Source: an optimization exercise on an open RTL-to-GDS flow (aim: small area and a short achievable clock period). Production flows keep margins and buffers that such runs may drop. At most, simulation tests tie the RTL to the original design; equivalence was not proved. No functional check of the RTL was part of run 2. Power and IR drop assume default switching activity.

## flow/design.v (module list and top-level ports; edited modules follow where they fit)
// module mac_mul_cs: 657 lines
// module mac_acc_sat: 137 lines
// module mac_pipe_real: 125 lines
module mac_pipe_real
#(
  parameter int N_CH       = 4,
  parameter int PIPE_DEPTH = 2,
  parameter int a_width    = 16,
  parameter int a_exponent = -8,
  parameter int b_width    = 16,
  parameter int b_exponent = -8,
  parameter int c_width    = 24,
  parameter int c_exponent = -12
) (
  input  logic                      clk,
  input  logic                      rst,
  input  logic                      cke,
  input  logic                      mode,
  input  logic                      clr,
  input  logic                      in_valid,
  input  logic [N_CH*a_width-1:0]   a,
  input  logic [N_CH*b_width-1:0]   b,
  output logic                      out_valid,
  output logic [N_CH*c_width-1:0]   c,
  output logic [N_CH-1:0]           sat
);
  // ...
==> flow/flow/run.sh <==
#!/bin/bash
set -e
export SETUP_SLACK_MARGIN=5.6
export BUFFER_PORTS_ARGS="-buffer_cell sky130_fd_sc_hd__buf_2"
R=orfs/results/sky130hd/mac_pipe_real/base
bash standard.sh synth > synth.log 2>&1
python3 flow/polarity.py $R/1_2_yosys.v > polarity.log 2>&1
rm -f $R/1_synth.odb $R/1_synth.sdc
bash standard.sh finish > standard.log 2>&1
==> flow/flow/polarity.py <==
#!/usr/bin/env python3
"""Remove inverters around full-adder cells in a mapped sky130 netlist.

A full adder is self-dual: FA(~a, ~b, ~c) = (~sum, ~cout). Synthesis often leaves
inverters between full adders (and between flip-flops, full adders and half adders);
this script chooses, for every full adder, whether it computes the true or the
complemented function so as to need as few inverters as possible, then rebuilds the
inverters: at most one per signal, only where a reader needs the other polarity.
A gate with a complementary twin (xor2/xnor2, nand2/and2, o21ai/o21a, ...) is swapped
for its twin when every reader of its output wants the other polarity.
Flip-flops, ports and the nets they touch keep their function.
Usage: polarity.py NETLIST.v   (rewrites the file in place, prints a summary)
"""
import re
import sys

path = sys.argv[1]
txt = open(path).read()

mstart = txt.index('module ')
hdr_end = txt.index(';', mstart) + 1
body_end = txt.rindex('endmodule')
header = txt[:hdr_end]
body = txt[hdr_end:body_end]
tail = txt[body_end:]

# split body into statements
stmts = []
for m in re.finditer(r'[^;]*;', body, re.S):
    stmts.append(m.group(0))

cell_re = re.compile(r'^\s*(sky130_fd_sc_hd__\w+)\s+(\S+)\s*\((.*)\)\s*;\s*$', re.S)
pin_re = re.compile(r'\.(\w+)\s*\(\s*([^()]*?)\s*\)')

OUTPINS = {'X', 'Y', 'Q', 'Q_N', 'SUM', 'COUT', 'HI', 'LO'}
cells = []   # dict(type,name,pins(list of (pin,net)), idx)
others = []  # (idx, text)
special_nets = set()   # nets appearing in assigns or ports
for i, s in enumerate(stmts):
    m = cell_re.match(s)
    if m:
        pins = pin_re.findall(m.group(3))
        cells.append({'type': m.group(1), 'name': m.group(2), 'pins': [(p, n.strip()) for p, n in pins], 'idx': i})
    else:
        others.append((i, s))
        st = s.strip()
        if st.startswith('assign'):
            for n in re.findall(r'[\\\w\[\]\.$]+', st[len('assign'):]):
                special_nets.add(n)
        if re.match(r'^\s*(input|output|inout)\b', s):
            decl = re.sub(r'^\s*(input|output|inout)\s*(\[[^\]]*\])?', '', s).strip().rstrip(';')
            for n in decl.split(','):
                special_nets.add(n.strip())

def base_name(n):
    return re.sub(r'\[\d+\]$', '', n)

def is_special(n):
    return n in special_nets or base_name(n) in special_nets

def is_inv(c):
    return re.match(r'sky130_fd_sc_hd__(inv|clkinv)_\d+$', c['type']) is not None

def is_fa(c):
    return re.match(r'sky130_fd_sc_hd__fa_\d+$', c['type']) is not None

# drivers
driver = {}
for c in cells:
    for p, n in c['pins']:
        if p in OUTPINS:
            driver[n] = c

# managed inverters: plain inverter whose output net is not special
inv_out = {}
for c in cells:
    if is_inv(c):
        d = dict(c['pins'])
        if not is_special(d['Y']):
            c['managed'] = True
            inv_out[d['Y']] = d['A']

def drive(t):
    return int(re.search(r'_(\d+)$', t).group(1))

def resolve(n):
    """net -> (base net, parity) through managed inverters"""
    par = 0
    seen = 0
    while n in inv_out and seen < 100:
        n = inv_out[n]
        par ^= 1
        seen += 1
    return n, par

# strongest inverter cell that inverted each base net, reused when rebuilding
inv_type = {}
for c in cells:
    if c.get('managed'):
        b, _ = resolve(dict(c['pins'])['A'])
        t = c['type']
        if b not in inv_type or drive(t) > drive(inv_type[b]):
            inv_type[b] = t

fas = [c for c in cells if is_fa(c)]
# A cell with a complementary twin can trade places with it, so the signal it drives may
# take the other polarity: it does when every reader wants the other polarity.
# Cells with a complementary twin of the same inputs (the twin drives Y instead of X
# or the other way round), and the drive strengths the library has of each.
TWINS = [('xor2', 'xnor2', [1, 2, 4], [1, 2, 4]), ('nand2', 'and2', [1, 2, 4, 8], [1, 2, 4]),
         ('nor2', 'or2', [1, 2, 4, 8], [1, 2, 4]), ('nand3', 'and3', [1, 2, 4], [1, 2, 4]),
         ('nor3', 'or3', [1, 2, 4], [1, 2, 4]), ('o21ai', 'o21a', [0, 1, 2, 4], [1, 2, 4]),
         ('a21oi', 'a21o', [1, 2, 4], [1, 2, 4]), ('o22ai', 'o22a', [1, 2, 4], [1, 2, 4]),
         ('a22oi', 'a22o', [1, 2, 4], [1, 2, 4]), ('nand2b', 'and2b', [1, 2, 4], [1, 2, 4]),
         ('nor2b', 'or2b', [1, 2, 4], [1, 2, 4]), ('o21bai', 'o21ba', [1, 2, 4], [1, 2, 4]),
         ('a21boi', 'a21bo', [0, 1, 2, 4], [1, 2, 4]), ('a211oi', 'a211o', [1, 2, 4], [1, 2, 4]),
         ('o211ai', 'o211a', [1, 2, 4], [1, 2, 4]), ('a31oi', 'a31o', [1, 2, 4], [1, 2, 4]),
         ('o31ai', 'o31a', [1, 2, 4], [1, 2, 4])]
TWIN = {}
for x, y, sx, sy in TWINS:
    TWIN[x] = (y, sy)
    TWIN[y] = (x, sx)
XSWAP = {}
for c in cells:
    m = re.match(r'sky130_fd_sc_hd__(\w+?)_(\d+)$', c['type'])
    if m and m.group(1) in TWIN:
        other, strengths = TWIN[m.group(1)]
        n = int(m.group(2))
        up = [s for s in strengths if s >= n]
        XSWAP[c['name']] = f"sky130_fd_sc_hd__{other}_{up[0] if up else strengths[-1]}"
free_src = {}
for c in cells:
    if c['name'] in XSWAP:
        for p, n in c['pins']:
            if p in OUTPINS and not is_special(n):
                free_src[n] = c
fa_of_out = {}
for k, c in enumerate(fas):
    c['k'] = k
    for p, n in c['pins']:
        if p in ('SUM', 'COUT'):
            fa_of_out[n] = k

# consumers per base net: list of (cell, pin, parity, fa index or None)
cons = {}
for c in cells:
    if c.get('managed'):
        continue
    for p, n in c['pins']:
        if p in OUTPINS:
            continue
        if n.startswith("1'b") or n == '':
            continue
        b, par = resolve(n)
        cons.setdefault(b, []).append((c, p, par, c['k'] if is_fa(c) else None))
# special nets driven by managed inverter? excluded by construction. Special nets read
# through assigns: treat as fixed consumers of polarity 0 of their own net.
for n in list(special_nets):
    pass

flip = [0] * len(fas)

def group_need(b):
    need = set()
    for c, p, par, k in cons.get(b, []):
        q = par ^ (flip[k] if k is not None else 0)
        need.add(q)
    # special nets that are base nets themselves need their true value on the net
    if is_special(b):
        need.add(0)
    return need

def group_src(b):
    if b in fa_of_out:
        return flip[fa_of_out[b]]
    if b in free_src:
        need = group_need(b)
        return 1 if need == {1} else 0
    return 0

def group_cost(b):
    return 1 if (group_need(b) - {group_src(b)}) else 0

def fa_groups(k):
    c = fas[k]
    gs = set()
    for p, n in c['pins']:
        if p in ('SUM', 'COUT'):
            gs.add(n)
        else:
            if n.startswith("1'b"):
                continue
            gs.add(resolve(n)[0])
    return gs

groups_of = [fa_groups(k) for k in range(len(fas))]
before = sum(group_cost(b) for b in cons)
n_inv_before = sum(1 for c in cells if c.get('managed'))
changed = True
it = 0
while changed and it < 50:
    changed = False
    it += 1
    for k in range(len(fas)):
        gs = groups_of[k]
        c0 = sum(group_cost(b) for b in gs)
        flip[k] ^= 1
        c1 = sum(group_cost(b) for b in gs)
        if c1 < c0:
            changed = True
        else:
            flip[k] ^= 1
after = sum(group_cost(b) for b in cons)

# rebuild
new_inv = {}
inv_fanout = {}
new_stmts = []
cnt = 0
def inv_net(b):
    global cnt
    if b not in new_inv:
        cnt += 1
        nn = f"polinv_n{cnt}"
        new_inv[b] = (nn, f"polinv_i{cnt}")
    return new_inv[b][0]

swapped = 0
for b, lst in cons.items():
    src = group_src(b)
    if b in free_src and src == 1:
        xc = free_src[b]
        xc['type'] = XSWAP[xc['name']]
        # xor2 drives X, xnor2 drives Y
        xc['pins'] = [({'X': 'Y', 'Y': 'X'}.get(p, p), n) for p, n in xc['pins']]
        swapped += 1
    for c, p, par, k in lst:
        q = par ^ (flip[k] if k is not None else 0)
        net = b if q == src else inv_net(b)
        if net != b:
            inv_fanout[b] = inv_fanout.get(b, 0) + 1
        c.setdefault('newpins', {})[p] = net
    if is_special(b) and src != 0:
        raise SystemExit(f"special net {b} would be complemented")

def esc(n):
    return n + " " if n.startswith("\\") else n

out_body = []
for i, s in enumerate(stmts):
    out_body.append(None)
for i, s in others:
    out_body[i] = s
for c in cells:
    if c.get('managed'):
        out_body[c['idx']] = ''
        continue
    np = c.get('newpins', {})
    pins = ",\n".join(f"    .{p}({esc(np.get(p, n))})" for p, n in c['pins'])
    out_body[c['idx']] = f"\n  {c['type']} {c['name']} (\n{pins}\n  );"
extra = []
for b, (nn, iname) in new_inv.items():
    extra.append(f"\n  wire {nn};")
for b, (nn, iname) in new_inv.items():
    t = inv_type.get(b, "sky130_fd_sc_hd__inv_1")
    fo = inv_fanout.get(b, 1)
    want = 1 if fo <= 4 else (2 if fo <= 10 else 4)
    if drive(t) < want:
        t = f"sky130_fd_sc_hd__inv_{want}"
    extra.append(f"\n  {t} {iname} (\n    .A({esc(b)}),\n    .Y({nn})\n  );")
# wire declarations go first: insert extra wires right after header, cells at the end
res = header + "".join(extra[:len(new_inv)]) + "".join(x for x in out_body if x) + "".join(extra[len(new_inv):]) + "\n" + tail
open(path, 'w').write(res)
print(f"twin gates swapped {swapped}; full adders {len(fas)}, flipped {sum(flip)}; inverters {n_inv_before} -> {len(new_inv)} (model {before} -> {after})")
==> flow/standard.sh <==
#!/bin/bash
# synth_recipe.tcl (not shown) runs the flow's synth.tcl, then flattens the netlist and writes it again
# the make line also repeats each setting of config.mk as NAME=value (left out here)
make -C /OpenROAD-flow-scripts/flow DESIGN_CONFIG=/design/flow/config.mk WORK_HOME=/design/flow/orfs CLKGATE_MAP_FILE= SYNTH_SCRIPT=/design/flow/synth_recipe.tcl "${@:-finish}"
==> flow/config.mk <==
export PLATFORM = sky130hd
export DESIGN_NAME = mac_pipe_real
export DESIGN_NICKNAME = mac_pipe_real
export VERILOG_FILES = /design/flow/design.v
export SDC_FILE = /design/flow/constraint.sdc
export NUM_CORES = 4
export LEC_CHECK = 0
export ABC_AREA = 1
export CAP_MARGIN = 20
export CORE_MARGIN = 2
export CORE_UTILIZATION = 40
export SLEW_MARGIN = 20
export TNS_END_PERCENT = 20
==> flow/constraint.sdc <==
create_clock -name core_clock -period 10.0 [get_ports {clk}]
set_input_delay 2.0000 -clock core_clock [delete_from_list [all_inputs] [get_ports {clk}]]
set_output_delay 2.0000 -clock core_clock [all_outputs]
set_load 0.01 [all_outputs]
==> impl_metrics.py, run 1 <==
metrics = {
    "worst_setup_path": {
        "crit_end": "s1_cs1[1][11]$_DFFE_PP_",
        "ff2ff_setup_slack_ns": 5.81,
        "cp_top_family": "adder cells",
        "cp.depth": 11,
        "setup.worst_path.class": "in2reg",
        "cp.arrival_ns": 4.85,
        "worstSetupStartpointType": "input pin",
    },
    "worst_hold_path": {
        "hold_path.startpoint": "acc_vld$_SDFFE_PP0P_",
        "hold_class": "reg2reg",
    },
    "detailed_routing": {
        "wire_per_inst_um": 19.7,
        "drt-met1-wl_um": 48200,
        "vias": 29400,
        "drt_iter0_drc": 2073,
        "finalWirelength_um": 108000,
    },
    "layout": {
        "seq_share_pct": 27.0,
        "regArea_um2": 13000,
        "layout_commonest_cell": "nand2_1",
        "n_all_buffers": 399,
        "nFlopsAndLatches": 437,
    },
    "sta": {
        "timing.final.max_slew_violations": 0,
        "finClkSkew_ns": 0.0230,
        "setup_viol": 0,
    },
    "clocking": {
        "cts_buffers": 55,
        "cts_tree": "yes",
        "cts.sinks": 437,
        "cts_hold_buf": 0,
        "clk_latency_ns": 0.64,
    },
    "status": {
        "status": "finished clean",
    },
    "grt": {
        "use_met1_pct": 29.1,
    },
    "synthesis": {
        "avgSynthCellArea_um2": 10.6,
        "yosys_warnings": 12,
    },
    "power": {
        "pg_clk_mw": 2.00,
        "p_sw_share_pct": 42.1,
    },
    "floorplanning": {
        "rows": 117,
    },
}
==> inputs of run 2 (changes only) <==
--- a/flow/design.v
+++ b/flow/design.v
@@ -258,174 +258,174 @@
   wire s238;
   wire c239;
   wire lc240;
   wire lc241;
   wire lc242;
   wire lc243;
   wire one0 = b[0] ^ 1'b0;
   wire two0 = (b[1] & ~b[0] & ~1'b0) | (~b[1] & b[0] & 1'b0);
-  wire neg0 = b[1];
+  wire neg0 = b[1] & ~(b[0] & 1'b0);
   wire one1 = b[2] ^ b[1];
   wire two1 = (b[3] & ~b[2] & ~b[1]) | (~b[3] & b[2] & b[1]);
-  wire neg1 = b[3];
+  wire neg1 = b[3] & ~(b[2] & b[1]);
   wire one2 = b[4] ^ b[3];
   wire two2 = (b[5] & ~b[4] & ~b[3]) | (~b[5] & b[4] & b[3]);
-  wire neg2 = b[5];
+  wire neg2 = b[5] & ~(b[4] & b[3]);
   wire one3 = b[6] ^ b[5];
   wire two3 = (b[7] & ~b[6] & ~b[5]) | (~b[7] & b[6] & b[5]);
-  wire neg3 = b[7];
+  wire neg3 = b[7] & ~(b[6] & b[5]);
   wire one4 = b[8] ^ b[7];
   wire two4 = (b[9] & ~b[8] & ~b[7]) | (~b[9] & b[8] & b[7]);
-  wire neg4 = b[9];
+  wire neg4 = b[9] & ~(b[8] & b[7]);
   wire one5 = b[10] ^ b[9];
   wire two5 = (b[11] & ~b[10] & ~b[9]) | (~b[11] & b[10] & b[9]);
-  wire neg5 = b[11];
+  wire neg5 = b[11] & ~(b[10] & b[9]);
   wire one6 = b[12] ^ b[11];
   wire two6 = (b[13] & ~b[12] & ~b[11]) | (~b[13] & b[12] & b[11]);
-  wire neg6 = b[13];
+  wire neg6 = b[13] & ~(b[12] & b[11]);
   wire one7 = b[14] ^ b[13];
   wire two7 = (b[15] & ~b[14] & ~b[13]) | (~b[15] & b[14] & b[13]);
-  wire neg7 = b[15];
-  wire pp0_0 = ((one0 & a[0]) | (two0 & 1'b0)) ^ neg0;
-  wire pp0_1 = ((one0 & a[1]) | (two0 & a[0])) ^ neg0;
-  wire pp0_2 = ((one0 & a[2]) | (two0 & a[1])) ^ neg0;
-  wire pp0_3 = ((one0 & a[3]) | (two0 & a[2])) ^ neg0;
-  wire pp0_4 = ((one0 & a[4]) | (two0 & a[3])) ^ neg0;
-  wire pp0_5 = ((one0 & a[5]) | (two0 & a[4])) ^ neg0;
-  wire pp0_6 = ((one0 & a[6]) | (two0 & a[5])) ^ neg0;
-  wire pp0_7 = ((one0 & a[7]) | (two0 & a[6])) ^ neg0;
-  wire pp0_8 = ((one0 & a[8]) | (two0 & a[7])) ^ neg0;
-  wire pp0_9 = ((one0 & a[9]) | (two0 & a[8])) ^ neg0;
-  wire pp0_10 = ((one0 & a[10]) | (two0 & a[9])) ^ neg0;
-  wire pp0_11 = ((one0 & a[11]) | (two0 & a[10])) ^ neg0;
-  wire pp0_12 = ((one0 & a[12]) | (two0 & a[11])) ^ neg0;
-  wire pp0_13 = ((one0 & a[13]) | (two0 & a[12])) ^ neg0;
-  wire pp0_14 = ((one0 & a[14]) | (two0 & a[13])) ^ neg0;
-  wire pp0_15 = ((one0 & a[15]) | (two0 & a[14])) ^ neg0;
-  wire pp0_16 = ((one0 & a[15]) | (two0 & a[15])) ^ neg0;
-  wire pp1_0 = ((one1 & a[0]) | (two1 & 1'b0)) ^ neg1;
-  wire pp1_1 = ((one1 & a[1]) | (two1 & a[0])) ^ neg1;
-  wire pp1_2 = ((one1 & a[2]) | (two1 & a[1])) ^ neg1;
-  wire pp1_3 = ((one1 & a[3]) | (two1 & a[2])) ^ neg1;
-  wire pp1_4 = ((one1 & a[4]) | (two1 & a[3])) ^ neg1;
-  wire pp1_5 = ((one1 & a[5]) | (two1 & a[4])) ^ neg1;
-  wire pp1_6 = ((one1 & a[6]) | (two1 & a[5])) ^ neg1;
-  wire pp1_7 = ((one1 & a[7]) | (two1 & a[6])) ^ neg1;
-  wire pp1_8 = ((one1 & a[8]) | (two1 & a[7])) ^ neg1;
-  wire pp1_9 = ((one1 & a[9]) | (two1 & a[8])) ^ neg1;
-  wire pp1_10 = ((one1 & a[10]) | (two1 & a[9])) ^ neg1;
-  wire pp1_11 = ((one1 & a[11]) | (two1 & a[10])) ^ neg1;
-  wire pp1_12 = ((one1 & a[12]) | (two1 & a[11])) ^ neg1;
-  wire pp1_13 = ((one1 & a[13]) | (two1 & a[12])) ^ neg1;
-  wire pp1_14 = ((one1 & a[14]) | (two1 & a[13])) ^ neg1;
-  wire pp1_15 = ((one1 & a[15]) | (two1 & a[14])) ^ neg1;
-  wire pp1_16 = ((one1 & a[15]) | (two1 & a[15])) ^ neg1;
-  wire pp2_0 = ((one2 & a[0]) | (two2 & 1'b0)) ^ neg2;
-  wire pp2_1 = ((one2 & a[1]) | (two2 & a[0])) ^ neg2;
-  wire pp2_2 = ((one2 & a[2]) | (two2 & a[1])) ^ neg2;
-  wire pp2_3 = ((one2 & a[3]) | (two2 & a[2])) ^ neg2;
-  wire pp2_4 = ((one2 & a[4]) | (two2 & a[3])) ^ neg2;
-  wire pp2_5 = ((one2 & a[5]) | (two2 & a[4])) ^ neg2;
-  wire pp2_6 = ((one2 & a[6]) | (two2 & a[5])) ^ neg2;
-  wire pp2_7 = ((one2 & a[7]) | (two2 & a[6])) ^ neg2;
-  wire pp2_8 = ((one2 & a[8]) | (two2 & a[7])) ^ neg2;
-  wire pp2_9 = ((one2 & a[9]) | (two2 & a[8])) ^ neg2;
-  wire pp2_10 = ((one2 & a[10]) | (two2 & a[9])) ^ neg2;
-  wire pp2_11 = ((one2 & a[11]) | (two2 & a[10])) ^ neg2;
-  wire pp2_12 = ((one2 & a[12]) | (two2 & a[11])) ^ neg2;
-  wire pp2_13 = ((one2 & a[13]) | (two2 & a[12])) ^ neg2;
-  wire pp2_14 = ((one2 & a[14]) | (two2 & a[13])) ^ neg2;
-  wire pp2_15 = ((one2 & a[15]) | (two2 & a[14])) ^ neg2;
-  wire pp2_16 = ((one2 & a[15]) | (two2 & a[15])) ^ neg2;
-  wire pp3_0 = ((one3 & a[0]) | (two3 & 1'b0)) ^ neg3;
-  wire pp3_1 = ((one3 & a[1]) | (two3 & a[0])) ^ neg3;
-  wire pp3_2 = ((one3 & a[2]) | (two3 & a[1])) ^ neg3;
-  wire pp3_3 = ((one3 & a[3]) | (two3 & a[2])) ^ neg3;
-  wire pp3_4 = ((one3 & a[4]) | (two3 & a[3])) ^ neg3;
-  wire pp3_5 = ((one3 & a[5]) | (two3 & a[4])) ^ neg3;
-  wire pp3_6 = ((one3 & a[6]) | (two3 & a[5])) ^ neg3;
-  wire pp3_7 = ((one3 & a[7]) | (two3 & a[6])) ^ neg3;
-  wire pp3_8 = ((one3 & a[8]) | (two3 & a[7])) ^ neg3;
-  wire pp3_9 = ((one3 & a[9]) | (two3 & a[8])) ^ neg3;
-  wire pp3_10 = ((one3 & a[10]) | (two3 & a[9])) ^ neg3;
-  wire pp3_11 = ((one3 & a[11]) | (two3 & a[10])) ^ neg3;
-  wire pp3_12 = ((one3 & a[12]) | (two3 & a[11])) ^ neg3;
-  wire pp3_13 = ((one3 & a[13]) | (two3 & a[12])) ^ neg3;
-  wire pp3_14 = ((one3 & a[14]) | (two3 & a[13])) ^ neg3;
-  wire pp3_15 = ((one3 & a[15]) | (two3 & a[14])) ^ neg3;
-  wire pp3_16 = ((one3 & a[15]) | (two3 & a[15])) ^ neg3;
-  wire pp4_0 = ((one4 & a[0]) | (two4 & 1'b0)) ^ neg4;
-  wire pp4_1 = ((one4 & a[1]) | (two4 & a[0])) ^ neg4;
-  wire pp4_2 = ((one4 & a[2]) | (two4 & a[1])) ^ neg4;
-  wire pp4_3 = ((one4 & a[3]) | (two4 & a[2])) ^ neg4;
-  wire pp4_4 = ((one4 & a[4]) | (two4 & a[3])) ^ neg4;
-  wire pp4_5 = ((one4 & a[5]) | (two4 & a[4])) ^ neg4;
-  wire pp4_6 = ((one4 & a[6]) | (two4 & a[5])) ^ neg4;
-  wire pp4_7 = ((one4 & a[7]) | (two4 & a[6])) ^ neg4;
-  wire pp4_8 = ((one4 & a[8]) | (two4 & a[7])) ^ neg4;
-  wire pp4_9 = ((one4 & a[9]) | (two4 & a[8])) ^ neg4;
-  wire pp4_10 = ((one4 & a[10]) | (two4 & a[9])) ^ neg4;
-  wire pp4_11 = ((one4 & a[11]) | (two4 & a[10])) ^ neg4;
-  wire pp4_12 = ((one4 & a[12]) | (two4 & a[11])) ^ neg4;
-  wire pp4_13 = ((one4 & a[13]) | (two4 & a[12])) ^ neg4;
-  wire pp4_14 = ((one4 & a[14]) | (two4 & a[13])) ^ neg4;
-  wire pp4_15 = ((one4 & a[15]) | (two4 & a[14])) ^ neg4;
-  wire pp4_16 = ((one4 & a[15]) | (two4 & a[15])) ^ neg4;
-  wire pp5_0 = ((one5 & a[0]) | (two5 & 1'b0)) ^ neg5;
-  wire pp5_1 = ((one5 & a[1]) | (two5 & a[0])) ^ neg5;
-  wire pp5_2 = ((one5 & a[2]) | (two5 & a[1])) ^ neg5;
-  wire pp5_3 = ((one5 & a[3]) | (two5 & a[2])) ^ neg5;
-  wire pp5_4 = ((one5 & a[4]) | (two5 & a[3])) ^ neg5;
-  wire pp5_5 = ((one5 & a[5]) | (two5 & a[4])) ^ neg5;
-  wire pp5_6 = ((one5 & a[6]) | (two5 & a[5])) ^ neg5;
-  wire pp5_7 = ((one5 & a[7]) | (two5 & a[6])) ^ neg5;
-  wire pp5_8 = ((one5 & a[8]) | (two5 & a[7])) ^ neg5;
-  wire pp5_9 = ((one5 & a[9]) | (two5 & a[8])) ^ neg5;
-  wire pp5_10 = ((one5 & a[10]) | (two5 & a[9])) ^ neg5;
-  wire pp5_11 = ((one5 & a[11]) | (two5 & a[10])) ^ neg5;
-  wire pp5_12 = ((one5 & a[12]) | (two5 & a[11])) ^ neg5;
-  wire pp5_13 = ((one5 & a[13]) | (two5 & a[12])) ^ neg5;
-  wire pp5_14 = ((one5 & a[14]) | (two5 & a[13])) ^ neg5;
-  wire pp5_15 = ((one5 & a[15]) | (two5 & a[14])) ^ neg5;
-  wire pp5_16 = ((one5 & a[15]) | (two5 & a[15])) ^ neg5;
-  wire pp6_0 = ((one6 & a[0]) | (two6 & 1'b0)) ^ neg6;
-  wire pp6_1 = ((one6 & a[1]) | (two6 & a[0])) ^ neg6;
-  wire pp6_2 = ((one6 & a[2]) | (two6 & a[1])) ^ neg6;
-  wire pp6_3 = ((one6 & a[3]) | (two6 & a[2])) ^ neg6;
-  wire pp6_4 = ((one6 & a[4]) | (two6 & a[3])) ^ neg6;
-  wire pp6_5 = ((one6 & a[5]) | (two6 & a[4])) ^ neg6;
-  wire pp6_6 = ((one6 & a[6]) | (two6 & a[5])) ^ neg6;
-  wire pp6_7 = ((one6 & a[7]) | (two6 & a[6])) ^ neg6;
-  wire pp6_8 = ((one6 & a[8]) | (two6 & a[7])) ^ neg6;
-  wire pp6_9 = ((one6 & a[9]) | (two6 & a[8])) ^ neg6;
-  wire pp6_10 = ((one6 & a[10]) | (two6 & a[9])) ^ neg6;
-  wire pp6_11 = ((one6 & a[11]) | (two6 & a[10])) ^ neg6;
-  wire pp6_12 = ((one6 & a[12]) | (two6 & a[11])) ^ neg6;
-  wire pp6_13 = ((one6 & a[13]) | (two6 & a[12])) ^ neg6;
-  wire pp6_14 = ((one6 & a[14]) | (two6 & a[13])) ^ neg6;
-  wire pp6_15 = ((one6 & a[15]) | (two6 & a[14])) ^ neg6;
-  wire pp6_16 = ((one6 & a[15]) | (two6 & a[15])) ^ neg6;
-  wire pp7_0 = ((one7 & a[0]) | (two7 & 1'b0)) ^ neg7;
-  wire pp7_1 = ((one7 & a[1]) | (two7 & a[0])) ^ neg7;
-  wire pp7_2 = ((one7 & a[2]) | (two7 & a[1])) ^ neg7;
-  wire pp7_3 = ((one7 & a[3]) | (two7 & a[2])) ^ neg7;
-  wire pp7_4 = ((one7 & a[4]) | (two7 & a[3])) ^ neg7;
-  wire pp7_5 = ((one7 & a[5]) | (two7 & a[4])) ^ neg7;
-  wire pp7_6 = ((one7 & a[6]) | (two7 & a[5])) ^ neg7;
-  wire pp7_7 = ((one7 & a[7]) | (two7 & a[6])) ^ neg7;
-  wire pp7_8 = ((one7 & a[8]) | (two7 & a[7])) ^ neg7;
-  wire pp7_9 = ((one7 & a[9]) | (two7 & a[8])) ^ neg7;
-  wire pp7_10 = ((one7 & a[10]) | (two7 & a[9])) ^ neg7;
-  wire pp7_11 = ((one7 & a[11]) | (two7 & a[10])) ^ neg7;
-  wire pp7_12 = ((one7 & a[12]) | (two7 & a[11])) ^ neg7;
-  wire pp7_13 = ((one7 & a[13]) | (two7 & a[12])) ^ neg7;
-  wire pp7_14 = ((one7 & a[14]) | (two7 & a[13])) ^ neg7;
-  wire pp7_15 = ((one7 & a[15]) | (two7 & a[14])) ^ neg7;
-  wire pp7_16 = ((one7 & a[15]) | (two7 & a[15])) ^ neg7;
+  wire neg7 = b[15] & ~(b[14] & b[13]);
+  wire pp0_0 = (one0 & (a[0] ^ neg0)) | (two0 & (1'b0 ^ neg0));
+  wire pp0_1 = (one0 & (a[1] ^ neg0)) | (two0 & (a[0] ^ neg0));
+  wire pp0_2 = (one0 & (a[2] ^ neg0)) | (two0 & (a[1] ^ neg0));
+  wire pp0_3 = (one0 & (a[3] ^ neg0)) | (two0 & (a[2] ^ neg0));
+  wire pp0_4 = (one0 & (a[4] ^ neg0)) | (two0 & (a[3] ^ neg0));
+  wire pp0_5 = (one0 & (a[5] ^ neg0)) | (two0 & (a[4] ^ neg0));
+  wire pp0_6 = (one0 & (a[6] ^ neg0)) | (two0 & (a[5] ^ neg0));
+  wire pp0_7 = (one0 & (a[7] ^ neg0)) | (two0 & (a[6] ^ neg0));
+  wire pp0_8 = (one0 & (a[8] ^ neg0)) | (two0 & (a[7] ^ neg0));
+  wire pp0_9 = (one0 & (a[9] ^ neg0)) | (two0 & (a[8] ^ neg0));
+  wire pp0_10 = (one0 & (a[10] ^ neg0)) | (two0 & (a[9] ^ neg0));
+  wire pp0_11 = (one0 & (a[11] ^ neg0)) | (two0 & (a[10] ^ neg0));
+  wire pp0_12 = (one0 & (a[12] ^ neg0)) | (two0 & (a[11] ^ neg0));
+  wire pp0_13 = (one0 & (a[13] ^ neg0)) | (two0 & (a[12] ^ neg0));
+  wire pp0_14 = (one0 & (a[14] ^ neg0)) | (two0 & (a[13] ^ neg0));
+  wire pp0_15 = (one0 & (a[15] ^ neg0)) | (two0 & (a[14] ^ neg0));
+  wire pp0_16 = (one0 & (a[15] ^ neg0)) | (two0 & (a[15] ^ neg0));
+  wire pp1_0 = (one1 & (a[0] ^ neg1)) | (two1 & (1'b0 ^ neg1));
+  wire pp1_1 = (one1 & (a[1] ^ neg1)) | (two1 & (a[0] ^ neg1));
+  wire pp1_2 = (one1 & (a[2] ^ neg1)) | (two1 & (a[1] ^ neg1));
+  wire pp1_3 = (one1 & (a[3] ^ neg1)) | (two1 & (a[2] ^ neg1));
+  wire pp1_4 = (one1 & (a[4] ^ neg1)) | (two1 & (a[3] ^ neg1));
+  wire pp1_5 = (one1 & (a[5] ^ neg1)) | (two1 & (a[4] ^ neg1));
+  wire pp1_6 = (one1 & (a[6] ^ neg1)) | (two1 & (a[5] ^ neg1));
+  wire pp1_7 = (one1 & (a[7] ^ neg1)) | (two1 & (a[6] ^ neg1));
+  wire pp1_8 = (one1 & (a[8] ^ neg1)) | (two1 & (a[7] ^ neg1));
+  wire pp1_9 = (one1 & (a[9] ^ neg1)) | (two1 & (a[8] ^ neg1));
+  wire pp1_10 = (one1 & (a[10] ^ neg1)) | (two1 & (a[9] ^ neg1));
+  wire pp1_11 = (one1 & (a[11] ^ neg1)) | (two1 & (a[10] ^ neg1));
+  wire pp1_12 = (one1 & (a[12] ^ neg1)) | (two1 & (a[11] ^ neg1));
+  wire pp1_13 = (one1 & (a[13] ^ neg1)) | (two1 & (a[12] ^ neg1));
+  wire pp1_14 = (one1 & (a[14] ^ neg1)) | (two1 & (a[13] ^ neg1));
+  wire pp1_15 = (one1 & (a[15] ^ neg1)) | (two1 & (a[14] ^ neg1));
+  wire pp1_16 = (one1 & (a[15] ^ neg1)) | (two1 & (a[15] ^ neg1));
+  wire pp2_0 = (one2 & (a[0] ^ neg2)) | (two2 & (1'b0 ^ neg2));
+  wire pp2_1 = (one2 & (a[1] ^ neg2)) | (two2 & (a[0] ^ neg2));
+  wire pp2_2 = (one2 & (a[2] ^ neg2)) | (two2 & (a[1] ^ neg2));
+  wire pp2_3 = (one2 & (a[3] ^ neg2)) | (two2 & (a[2] ^ neg2));
+  wire pp2_4 = (one2 & (a[4] ^ neg2)) | (two2 & (a[3] ^ neg2));
+  wire pp2_5 = (one2 & (a[5] ^ neg2)) | (two2 & (a[4] ^ neg2));
+  wire pp2_6 = (one2 & (a[6] ^ neg2)) | (two2 & (a[5] ^ neg2));
+  wire pp2_7 = (one2 & (a[7] ^ neg2)) | (two2 & (a[6] ^ neg2));
+  wire pp2_8 = (one2 & (a[8] ^ neg2)) | (two2 & (a[7] ^ neg2));
+  wire pp2_9 = (one2 & (a[9] ^ neg2)) | (two2 & (a[8] ^ neg2));
+  wire pp2_10 = (one2 & (a[10] ^ neg2)) | (two2 & (a[9] ^ neg2));
+  wire pp2_11 = (one2 & (a[11] ^ neg2)) | (two2 & (a[10] ^ neg2));
+  wire pp2_12 = (one2 & (a[12] ^ neg2)) | (two2 & (a[11] ^ neg2));
+  wire pp2_13 = (one2 & (a[13] ^ neg2)) | (two2 & (a[12] ^ neg2));
+  wire pp2_14 = (one2 & (a[14] ^ neg2)) | (two2 & (a[13] ^ neg2));
+  wire pp2_15 = (one2 & (a[15] ^ neg2)) | (two2 & (a[14] ^ neg2));
+  wire pp2_16 = (one2 & (a[15] ^ neg2)) | (two2 & (a[15] ^ neg2));
+  wire pp3_0 = (one3 & (a[0] ^ neg3)) | (two3 & (1'b0 ^ neg3));
+  wire pp3_1 = (one3 & (a[1] ^ neg3)) | (two3 & (a[0] ^ neg3));
+  wire pp3_2 = (one3 & (a[2] ^ neg3)) | (two3 & (a[1] ^ neg3));
+  wire pp3_3 = (one3 & (a[3] ^ neg3)) | (two3 & (a[2] ^ neg3));
+  wire pp3_4 = (one3 & (a[4] ^ neg3)) | (two3 & (a[3] ^ neg3));
+  wire pp3_5 = (one3 & (a[5] ^ neg3)) | (two3 & (a[4] ^ neg3));
+  wire pp3_6 = (one3 & (a[6] ^ neg3)) | (two3 & (a[5] ^ neg3));
+  wire pp3_7 = (one3 & (a[7] ^ neg3)) | (two3 & (a[6] ^ neg3));
+  wire pp3_8 = (one3 & (a[8] ^ neg3)) | (two3 & (a[7] ^ neg3));
+  wire pp3_9 = (one3 & (a[9] ^ neg3)) | (two3 & (a[8] ^ neg3));
+  wire pp3_10 = (one3 & (a[10] ^ neg3)) | (two3 & (a[9] ^ neg3));
+  wire pp3_11 = (one3 & (a[11] ^ neg3)) | (two3 & (a[10] ^ neg3));
+  wire pp3_12 = (one3 & (a[12] ^ neg3)) | (two3 & (a[11] ^ neg3));
+  wire pp3_13 = (one3 & (a[13] ^ neg3)) | (two3 & (a[12] ^ neg3));
+  wire pp3_14 = (one3 & (a[14] ^ neg3)) | (two3 & (a[13] ^ neg3));
+  wire pp3_15 = (one3 & (a[15] ^ neg3)) | (two3 & (a[14] ^ neg3));
+  wire pp3_16 = (one3 & (a[15] ^ neg3)) | (two3 & (a[15] ^ neg3));
+  wire pp4_0 = (one4 & (a[0] ^ neg4)) | (two4 & (1'b0 ^ neg4));
+  wire pp4_1 = (one4 & (a[1] ^ neg4)) | (two4 & (a[0] ^ neg4));
+  wire pp4_2 = (one4 & (a[2] ^ neg4)) | (two4 & (a[1] ^ neg4));
+  wire pp4_3 = (one4 & (a[3] ^ neg4)) | (two4 & (a[2] ^ neg4));
+  wire pp4_4 = (one4 & (a[4] ^ neg4)) | (two4 & (a[3] ^ neg4));
+  wire pp4_5 = (one4 & (a[5] ^ neg4)) | (two4 & (a[4] ^ neg4));
+  wire pp4_6 = (one4 & (a[6] ^ neg4)) | (two4 & (a[5] ^ neg4));
+  wire pp4_7 = (one4 & (a[7] ^ neg4)) | (two4 & (a[6] ^ neg4));
+  wire pp4_8 = (one4 & (a[8] ^ neg4)) | (two4 & (a[7] ^ neg4));
+  wire pp4_9 = (one4 & (a[9] ^ neg4)) | (two4 & (a[8] ^ neg4));
+  wire pp4_10 = (one4 & (a[10] ^ neg4)) | (two4 & (a[9] ^ neg4));
+  wire pp4_11 = (one4 & (a[11] ^ neg4)) | (two4 & (a[10] ^ neg4));
+  wire pp4_12 = (one4 & (a[12] ^ neg4)) | (two4 & (a[11] ^ neg4));
+  wire pp4_13 = (one4 & (a[13] ^ neg4)) | (two4 & (a[12] ^ neg4));
+  wire pp4_14 = (one4 & (a[14] ^ neg4)) | (two4 & (a[13] ^ neg4));
+  wire pp4_15 = (one4 & (a[15] ^ neg4)) | (two4 & (a[14] ^ neg4));
+  wire pp4_16 = (one4 & (a[15] ^ neg4)) | (two4 & (a[15] ^ neg4));
+  wire pp5_0 = (one5 & (a[0] ^ neg5)) | (two5 & (1'b0 ^ neg5));
+  wire pp5_1 = (one5 & (a[1] ^ neg5)) | (two5 & (a[0] ^ neg5));
+  wire pp5_2 = (one5 & (a[2] ^ neg5)) | (two5 & (a[1] ^ neg5));
+  wire pp5_3 = (one5 & (a[3] ^ neg5)) | (two5 & (a[2] ^ neg5));
+  wire pp5_4 = (one5 & (a[4] ^ neg5)) | (two5 & (a[3] ^ neg5));
+  wire pp5_5 = (one5 & (a[5] ^ neg5)) | (two5 & (a[4] ^ neg5));
+  wire pp5_6 = (one5 & (a[6] ^ neg5)) | (two5 & (a[5] ^ neg5));
+  wire pp5_7 = (one5 & (a[7] ^ neg5)) | (two5 & (a[6] ^ neg5));
+  wire pp5_8 = (one5 & (a[8] ^ neg5)) | (two5 & (a[7] ^ neg5));
+  wire pp5_9 = (one5 & (a[9] ^ neg5)) | (two5 & (a[8] ^ neg5));
+  wire pp5_10 = (one5 & (a[10] ^ neg5)) | (two5 & (a[9] ^ neg5));
+  wire pp5_11 = (one5 & (a[11] ^ neg5)) | (two5 & (a[10] ^ neg5));
+  wire pp5_12 = (one5 & (a[12] ^ neg5)) | (two5 & (a[11] ^ neg5));
+  wire pp5_13 = (one5 & (a[13] ^ neg5)) | (two5 & (a[12] ^ neg5));
+  wire pp5_14 = (one5 & (a[14] ^ neg5)) | (two5 & (a[13] ^ neg5));
+  wire pp5_15 = (one5 & (a[15] ^ neg5)) | (two5 & (a[14] ^ neg5));
+  wire pp5_16 = (one5 & (a[15] ^ neg5)) | (two5 & (a[15] ^ neg5));
+  wire pp6_0 = (one6 & (a[0] ^ neg6)) | (two6 & (1'b0 ^ neg6));
+  wire pp6_1 = (one6 & (a[1] ^ neg6)) | (two6 & (a[0] ^ neg6));
+  wire pp6_2 = (one6 & (a[2] ^ neg6)) | (two6 & (a[1] ^ neg6));
+  wire pp6_3 = (one6 & (a[3] ^ neg6)) | (two6 & (a[2] ^ neg6));
+  wire pp6_4 = (one6 & (a[4] ^ neg6)) | (two6 & (a[3] ^ neg6));
+  wire pp6_5 = (one6 & (a[5] ^ neg6)) | (two6 & (a[4] ^ neg6));
+  wire pp6_6 = (one6 & (a[6] ^ neg6)) | (two6 & (a[5] ^ neg6));
+  wire pp6_7 = (one6 & (a[7] ^ neg6)) | (two6 & (a[6] ^ neg6));
+  wire pp6_8 = (one6 & (a[8] ^ neg6)) | (two6 & (a[7] ^ neg6));
+  wire pp6_9 = (one6 & (a[9] ^ neg6)) | (two6 & (a[8] ^ neg6));
+  wire pp6_10 = (one6 & (a[10] ^ neg6)) | (two6 & (a[9] ^ neg6));
+  wire pp6_11 = (one6 & (a[11] ^ neg6)) | (two6 & (a[10] ^ neg6));
+  wire pp6_12 = (one6 & (a[12] ^ neg6)) | (two6 & (a[11] ^ neg6));
+  wire pp6_13 = (one6 & (a[13] ^ neg6)) | (two6 & (a[12] ^ neg6));
+  wire pp6_14 = (one6 & (a[14] ^ neg6)) | (two6 & (a[13] ^ neg6));
+  wire pp6_15 = (one6 & (a[15] ^ neg6)) | (two6 & (a[14] ^ neg6));
+  wire pp6_16 = (one6 & (a[15] ^ neg6)) | (two6 & (a[15] ^ neg6));
+  wire pp7_0 = (one7 & (a[0] ^ neg7)) | (two7 & (1'b0 ^ neg7));
+  wire pp7_1 = (one7 & (a[1] ^ neg7)) | (two7 & (a[0] ^ neg7));
+  wire pp7_2 = (one7 & (a[2] ^ neg7)) | (two7 & (a[1] ^ neg7));
+  wire pp7_3 = (one7 & (a[3] ^ neg7)) | (two7 & (a[2] ^ neg7));
+  wire pp7_4 = (one7 & (a[4] ^ neg7)) | (two7 & (a[3] ^ neg7));
+  wire pp7_5 = (one7 & (a[5] ^ neg7)) | (two7 & (a[4] ^ neg7));
+  wire pp7_6 = (one7 & (a[6] ^ neg7)) | (two7 & (a[5] ^ neg7));
+  wire pp7_7 = (one7 & (a[7] ^ neg7)) | (two7 & (a[6] ^ neg7));
+  wire pp7_8 = (one7 & (a[8] ^ neg7)) | (two7 & (a[7] ^ neg7));
+  wire pp7_9 = (one7 & (a[9] ^ neg7)) | (two7 & (a[8] ^ neg7));
+  wire pp7_10 = (one7 & (a[10] ^ neg7)) | (two7 & (a[9] ^ neg7));
+  wire pp7_11 = (one7 & (a[11] ^ neg7)) | (two7 & (a[10] ^ neg7));
+  wire pp7_12 = (one7 & (a[12] ^ neg7)) | (two7 & (a[11] ^ neg7));
+  wire pp7_13 = (one7 & (a[13] ^ neg7)) | (two7 & (a[12] ^ neg7));
+  wire pp7_14 = (one7 & (a[14] ^ neg7)) | (two7 & (a[13] ^ neg7));
+  wire pp7_15 = (one7 & (a[15] ^ neg7)) | (two7 & (a[14] ^ neg7));
+  wire pp7_16 = (one7 & (a[15] ^ neg7)) | (two7 & (a[15] ^ neg7));
   assign k1 = ~(pp1_14);
   assign k2 = ~(pp1_14);
   assign k3 = ~(pp2_15);
   assign k4 = ~(pp3_15);
   assign k5 = ~(pp4_15);
   assign k6 = ~(pp5_15);
   assign k7 = ~(pp7_15);
   assign s8 = neg5 ^ pp0_10;
==> flow/flow/run.sh (replaced) <==
#!/bin/bash
set -e
export SETUP_SLACK_MARGIN=5.5
export BUFFER_PORTS_ARGS="-buffer_cell sky130_fd_sc_hd__buf_4"
R=orfs/results/sky130hd/mac_pipe_real/base
bash standard.sh synth > synth.log 2>&1
python3 flow/polarity.py $R/1_2_yosys.v > polarity.log 2>&1
rm -f $R/1_synth.odb $R/1_synth.sdc
bash standard.sh finish > standard.log 2>&1
--- a/flow/flow/polarity.py
+++ b/flow/flow/polarity.py
@@ -1,19 +1,17 @@
 #!/usr/bin/env python3
 """Remove inverters around full-adder cells in a mapped sky130 netlist.
 
 A full adder is self-dual: FA(~a, ~b, ~c) = (~sum, ~cout). Synthesis often leaves
 inverters between full adders (and between flip-flops, full adders and half adders);
 this script chooses, for every full adder, whether it computes the true or the
 complemented function so as to need as few inverters as possible, then rebuilds the
-inverters: at most one per signal, only where a reader needs the other polarity.
-A gate with a complementary twin (xor2/xnor2, nand2/and2, o21ai/o21a, ...) is swapped
-for its twin when every reader of its output wants the other polarity.
-Flip-flops, ports and the nets they touch keep their function.
+inverters: at most one per signal, only where a consumer needs the other polarity.
+Only combinational inverter cells and full adders are touched; flip-flops are not.
 Usage: polarity.py NETLIST.v   (rewrites the file in place, prints a summary)
 """
 import re
 import sys
 
 path = sys.argv[1]
 txt = open(path).read()
 
@@ -98,47 +96,16 @@
 for c in cells:
     if c.get('managed'):
         b, _ = resolve(dict(c['pins'])['A'])
         t = c['type']
         if b not in inv_type or drive(t) > drive(inv_type[b]):
             inv_type[b] = t
 
 fas = [c for c in cells if is_fa(c)]
-# A cell with a complementary twin can trade places with it, so the signal it drives may
-# take the other polarity: it does when every reader wants the other polarity.
-# Cells with a complementary twin of the same inputs (the twin drives Y instead of X
-# or the other way round), and the drive strengths the library has of each.
-TWINS = [('xor2', 'xnor2', [1, 2, 4], [1, 2, 4]), ('nand2', 'and2', [1, 2, 4, 8], [1, 2, 4]),
-         ('nor2', 'or2', [1, 2, 4, 8], [1, 2, 4]), ('nand3', 'and3', [1, 2, 4], [1, 2, 4]),
-         ('nor3', 'or3', [1, 2, 4], [1, 2, 4]), ('o21ai', 'o21a', [0, 1, 2, 4], [1, 2, 4]),
-         ('a21oi', 'a21o', [1, 2, 4], [1, 2, 4]), ('o22ai', 'o22a', [1, 2, 4], [1, 2, 4]),
-         ('a22oi', 'a22o', [1, 2, 4], [1, 2, 4]), ('nand2b', 'and2b', [1, 2, 4], [1, 2, 4]),
-         ('nor2b', 'or2b', [1, 2, 4], [1, 2, 4]), ('o21bai', 'o21ba', [1, 2, 4], [1, 2, 4]),
-         ('a21boi', 'a21bo', [0, 1, 2, 4], [1, 2, 4]), ('a211oi', 'a211o', [1, 2, 4], [1, 2, 4]),
-         ('o211ai', 'o211a', [1, 2, 4], [1, 2, 4]), ('a31oi', 'a31o', [1, 2, 4], [1, 2, 4]),
-         ('o31ai', 'o31a', [1, 2, 4], [1, 2, 4])]
-TWIN = {}
-for x, y, sx, sy in TWINS:
-    TWIN[x] = (y, sy)
-    TWIN[y] = (x, sx)
-XSWAP = {}
-for c in cells:
-    m = re.match(r'sky130_fd_sc_hd__(\w+?)_(\d+)$', c['type'])
-    if m and m.group(1) in TWIN:
-        other, strengths = TWIN[m.group(1)]
-        n = int(m.group(2))
-        up = [s for s in strengths if s >= n]
-        XSWAP[c['name']] = f"sky130_fd_sc_hd__{other}_{up[0] if up else strengths[-1]}"
-free_src = {}
-for c in cells:
-    if c['name'] in XSWAP:
-        for p, n in c['pins']:
-            if p in OUTPINS and not is_special(n):
-                free_src[n] = c
 fa_of_out = {}
 for k, c in enumerate(fas):
     c['k'] = k
     for p, n in c['pins']:
         if p in ('SUM', 'COUT'):
             fa_of_out[n] = k
 
 # consumers per base net: list of (cell, pin, parity, fa index or None)
@@ -155,36 +122,26 @@
         cons.setdefault(b, []).append((c, p, par, c['k'] if is_fa(c) else None))
 # special nets driven by managed inverter? excluded by construction. Special nets read
 # through assigns: treat as fixed consumers of polarity 0 of their own net.
 for n in list(special_nets):
     pass
 
 flip = [0] * len(fas)
 
-def group_need(b):
+def group_cost(b):
+    src = flip[fa_of_out[b]] if b in fa_of_out else 0
     need = set()
     for c, p, par, k in cons.get(b, []):
         q = par ^ (flip[k] if k is not None else 0)
         need.add(q)
     # special nets that are base nets themselves need their true value on the net
     if is_special(b):
         need.add(0)
-    return need
-
-def group_src(b):
-    if b in fa_of_out:
-        return flip[fa_of_out[b]]
-    if b in free_src:
-        need = group_need(b)
-        return 1 if need == {1} else 0
-    return 0
-
-def group_cost(b):
-    return 1 if (group_need(b) - {group_src(b)}) else 0
+    return 1 if (need - {src}) else 0
 
 def fa_groups(k):
     c = fas[k]
     gs = set()
     for p, n in c['pins']:
         if p in ('SUM', 'COUT'):
             gs.add(n)
         else:
@@ -220,25 +177,18 @@
 def inv_net(b):
     global cnt
     if b not in new_inv:
         cnt += 1
         nn = f"polinv_n{cnt}"
         new_inv[b] = (nn, f"polinv_i{cnt}")
     return new_inv[b][0]
 
-swapped = 0
 for b, lst in cons.items():
-    src = group_src(b)
-    if b in free_src and src == 1:
-        xc = free_src[b]
-        xc['type'] = XSWAP[xc['name']]
-        # xor2 drives X, xnor2 drives Y
-        xc['pins'] = [({'X': 'Y', 'Y': 'X'}.get(p, p), n) for p, n in xc['pins']]
-        swapped += 1
+    src = flip[fa_of_out[b]] if b in fa_of_out else 0
     for c, p, par, k in lst:
         q = par ^ (flip[k] if k is not None else 0)
         net = b if q == src else inv_net(b)
         if net != b:
             inv_fanout[b] = inv_fanout.get(b, 0) + 1
         c.setdefault('newpins', {})[p] = net
     if is_special(b) and src != 0:
         raise SystemExit(f"special net {b} would be complemented")
@@ -266,9 +216,9 @@
     fo = inv_fanout.get(b, 1)
     want = 1 if fo <= 4 else (2 if fo <= 10 else 4)
     if drive(t) < want:
         t = f"sky130_fd_sc_hd__inv_{want}"
     extra.append(f"\n  {t} {iname} (\n    .A({esc(b)}),\n    .Y({nn})\n  );")
 # wire declarations go first: insert extra wires right after header, cells at the end
 res = header + "".join(extra[:len(new_inv)]) + "".join(x for x in out_body if x) + "".join(extra[len(new_inv):]) + "\n" + tail
 open(path, 'w').write(res)
-print(f"twin gates swapped {swapped}; full adders {len(fas)}, flipped {sum(flip)}; inverters {n_inv_before} -> {len(new_inv)} (model {before} -> {after})")
+print(f"full adders {len(fas)}, flipped {sum(flip)}; inverters {n_inv_before} -> {len(new_inv)} (model {before} -> {after})")
==> impl_metrics.py, run 2 <==
metrics = {
    "worst_setup_path": {
        "critical_path_peak_fanout": 8,
        "worstSetupStartpointType": "input pin",
        "endpoint_kind": "register",
        "worstPathRequired_ns": 10.35,
        "setup.worst_path.class": "in2reg",
        "cp.arrival_ns": 4.89,
    },
    "floorplanning": {
        "die_area_um2": 105000,
        "die_h_um": 324,
        "initial_utilization_pct": 40.3,
        "die_w_um": 324,
        "rows": 117,
        "core_um2": 102000,
        "top_level_ports": 235,
    },
    "sta": {
        "finalHoldViolations": 0,
        "finClkSkew_ns": 0.0217,
        "setup_viol": 0,
        "period_share_pct": 45.4,
        "timing.final.max_slew_violations": 0,
        "rsz0062_at_grt": "yes",
        "max_freq_ghz": 0.220,
        "tightest_slew_ns": 0.970,
        "fin_setup_tns_ns": 0,
        "period_minus_slack_ns": 4.54,
        "slew_headroom_pct": 35.3,
    },
    "detailed_routing": {
        "drt_iter0_drc": 1884,
        "drt-vias-per-instance": 5.24,
        "drtAntennaViolNets": 0,
        "dr.pass1.iters": 6,
        "vias": 29400,
        "wire_per_inst_um": 19.5,
        "drc": 0,
        "finalWirelength_um": 110000,
    },
    "power": {
        "seqPwrFrac_pct": 27.8,
        "power_switching_mw": 5.84,
        "vdd_drop_max_uv": 175,
        "p_int_mw": 8.18,
        "combPwrFrac_pct": 58.3,
        "p_sw_share_pct": 41.6,
        "p_leak_nw": 21.0,
        "clockPowerShare_pct": 13.9,
        "p_per_area_nw_per_um2": 280,
    },
    "layout": {
        "final_area_um2": 50100,
        "layout_commonest_cell": "nand2_1",
        "layout_common_cells": "524 x nand2_1, 429 x edfxtp_1, 374 x fa_1",
        "regArea_um2": 13000,
        "layout-drive-gt1-share_pct": 26.0,
        "nets": 5052,
        "top_regs": "s1_cs0: 108 flops, s1_cs1: 108 flops",
        "fill_cells": 9114,
        "syn_to_final_growth_pct": 22.1,
        "multi_input_area_um2": 28500,
    },
    "placed_design": {
        "place.port_buffers": 234,
        "place.gp.congestion": 0.902,
        "post_dp_cell_area_um2": 44600,
        "hpwl_um": 84600,
    },
    "grt": {
        "grt_max_degree": 76,
        "gr-total-overflow": 0,
        "grt_use_total_pct": 20.4,
        "grt_pass1_vias": 30100,
        "antenna_found_initial": 5,
        "grt_pass1_wl_um": 167000,
    },
    "clocking": {
        "cts.clk_slew.worst_paths_ns": 0.06,
        "cts.sinks": 437,
        "cts_hold_buf": 0,
        "cts_buffer_depth": 3,
        "h-tree-depth": 2,
        "cts_buffers": 52,
        "cts_tree": "yes",
        "clk_latency_ns": 0.63,
        "cts_root_buf": "clkbuf_16",
    },
    "synthesis": {
        "synth_fp_nets": 4763,
        "netlist_area_um2": 41000,
        "synth_cells": 3917,
        "yosys_warnings": 12,
        "avgSynthCellArea_um2": 10.5,
    },
    "status": {
        "status": "finished clean",
    },
    "worst_hold_path": {
        "hold_class": "reg2reg",
    },
    "job": {
        "max_cap_violations": 0,
    },
}
## run 2: metrics by stage
step / power (mW) / util, % / cells / hold slack, ns / setup WS (ns)
2_1_floorplan: 9.58 / - / 3917 / 0.448 / 4.96
3_3_place_gp: 11.6 / 43.9 / 5352 / 0.454 / 4.39
3_5_place_dp: 11.9 / 43.9 / 5352 / 0.456 / 4.35
4_1_cts: 14.0 / 47.1 / 5554 / 0.466 / 5.40
5_1_grt: 15.4 / 49.2 / 5618 / 0.487 / 5.41
6_report: 14.0 / 49.2 / 5618 / 0.464 / 5.46
## run 2: power groups by stage
stage / clock network, mW / logic [mW] / registers (mW)
after global routing: 2.08 / 9.30 / 3.99
final: 1.95 / 8.17 / 3.90
after CTS: 2.01 / 8.09 / 3.92
after floorplan: 0 / 5.71 / 3.87
after global placement: 0 / 7.70 / 3.94
after detailed placement: 0 / 7.96 / 3.96
## run 2: worst paths after layout
kind                     startpoint                       to  slack (ns)  depth (start not counted)
min reg2reg  out_valid$_SDFFE_PP0P_   out_valid$_SDFFE_PP0P_        0.46                          2
max reg2reg    acc_hit[3]$_DFFE_PP_   c_raw[3][22]$_DFFE_PP_        5.85                         20
min          out_valid$_SDFFE_PP0P_   out_valid$_SDFFE_PP0P_        0.46                          2
max                           b[55]  s1_cs1[3][16]$_DFFE_PP_        5.46                          9
## run 2: area by class of cell
type / instances / area share, %
inverter: 382 / 3.06
clock buffer: 67 / 2.71
timing repair buffer: 403 / 7.08
clock inverter: 30 / 0.777
sequential: 437 / 26.0
multi-input combinational: 2926 / 56.9
tap: 1368 / 3.42
antenna: 1 / 0.00500
timing repair inverter: 4 / 0.0500
## run 2: metal layers
layer | share of wire, % | up-vias | GRT usage (%)
met5 | 0.044 | - | 0
met4 | 3.1 | 8 | 5.99
met3 | 5.0 | 205 | 2.90
met2 | 49 | 791 | 35.7
met1 | 42 | 14500 | 26.2
li1 | - | 13900 | -
## run 2: what timing repair did
| item | 4_1_cts | 5_1_grt |
|---|---|---|
| cloned | 2 | 6 |
| setup buffers | 103 | 57 |
| pin swaps | 42 | 99 |
| gates resized for setup | 97 | 306 |
| setup endpoints to repair | 158 | 127 |
## run 2: worst max-delay path, cell delays in order
cell	delay [ns]
buf_4	0.14
ha_4	0.16
or2_4	0.34
xor2_1	0.27
o22ai_1	0.14
fa_1	0.53
fa_2	0.39
fa_1	0.50
fa_1	0.41

==> what the ideal ports hide <==
The results above use ideal ports. As a check the final layouts listed here were re-extracted and re-timed, cells and wires unchanged.
Step 1, drivers: a clkbuf_16 drives clk and a buf_2 each remaining input, both assumed.
Step 2, shift: input delay + t, output delay - t, t = (earliest + latest rising clock arrival at the registers) / 2. This alone moves slack from input paths to output paths.
Three values: ideal ports, drivers, drivers and shift; two values: the first two.
| run | t (ns) | slack for setup (ns) | worst setup path at the end | worst register clock-pin slew, ns | worst slew at a driven data input, ns |
|---|---|---|---|---|---|
| run 1 | 0.700 | 5.515 / 5.546 / 4.846 | input to register | 0.06 / 0.06 | 0.10 |
| run 2 | 0.687 | 5.463 / 5.489 / 4.802 | input to register | 0.07 / 0.07 | 0.13 |
After both steps setup and hold are still met in every run listed. For run 1, which loses most, drivers alone change the setup slack by +0.031 ns; drivers and shift together by -0.669 ns.
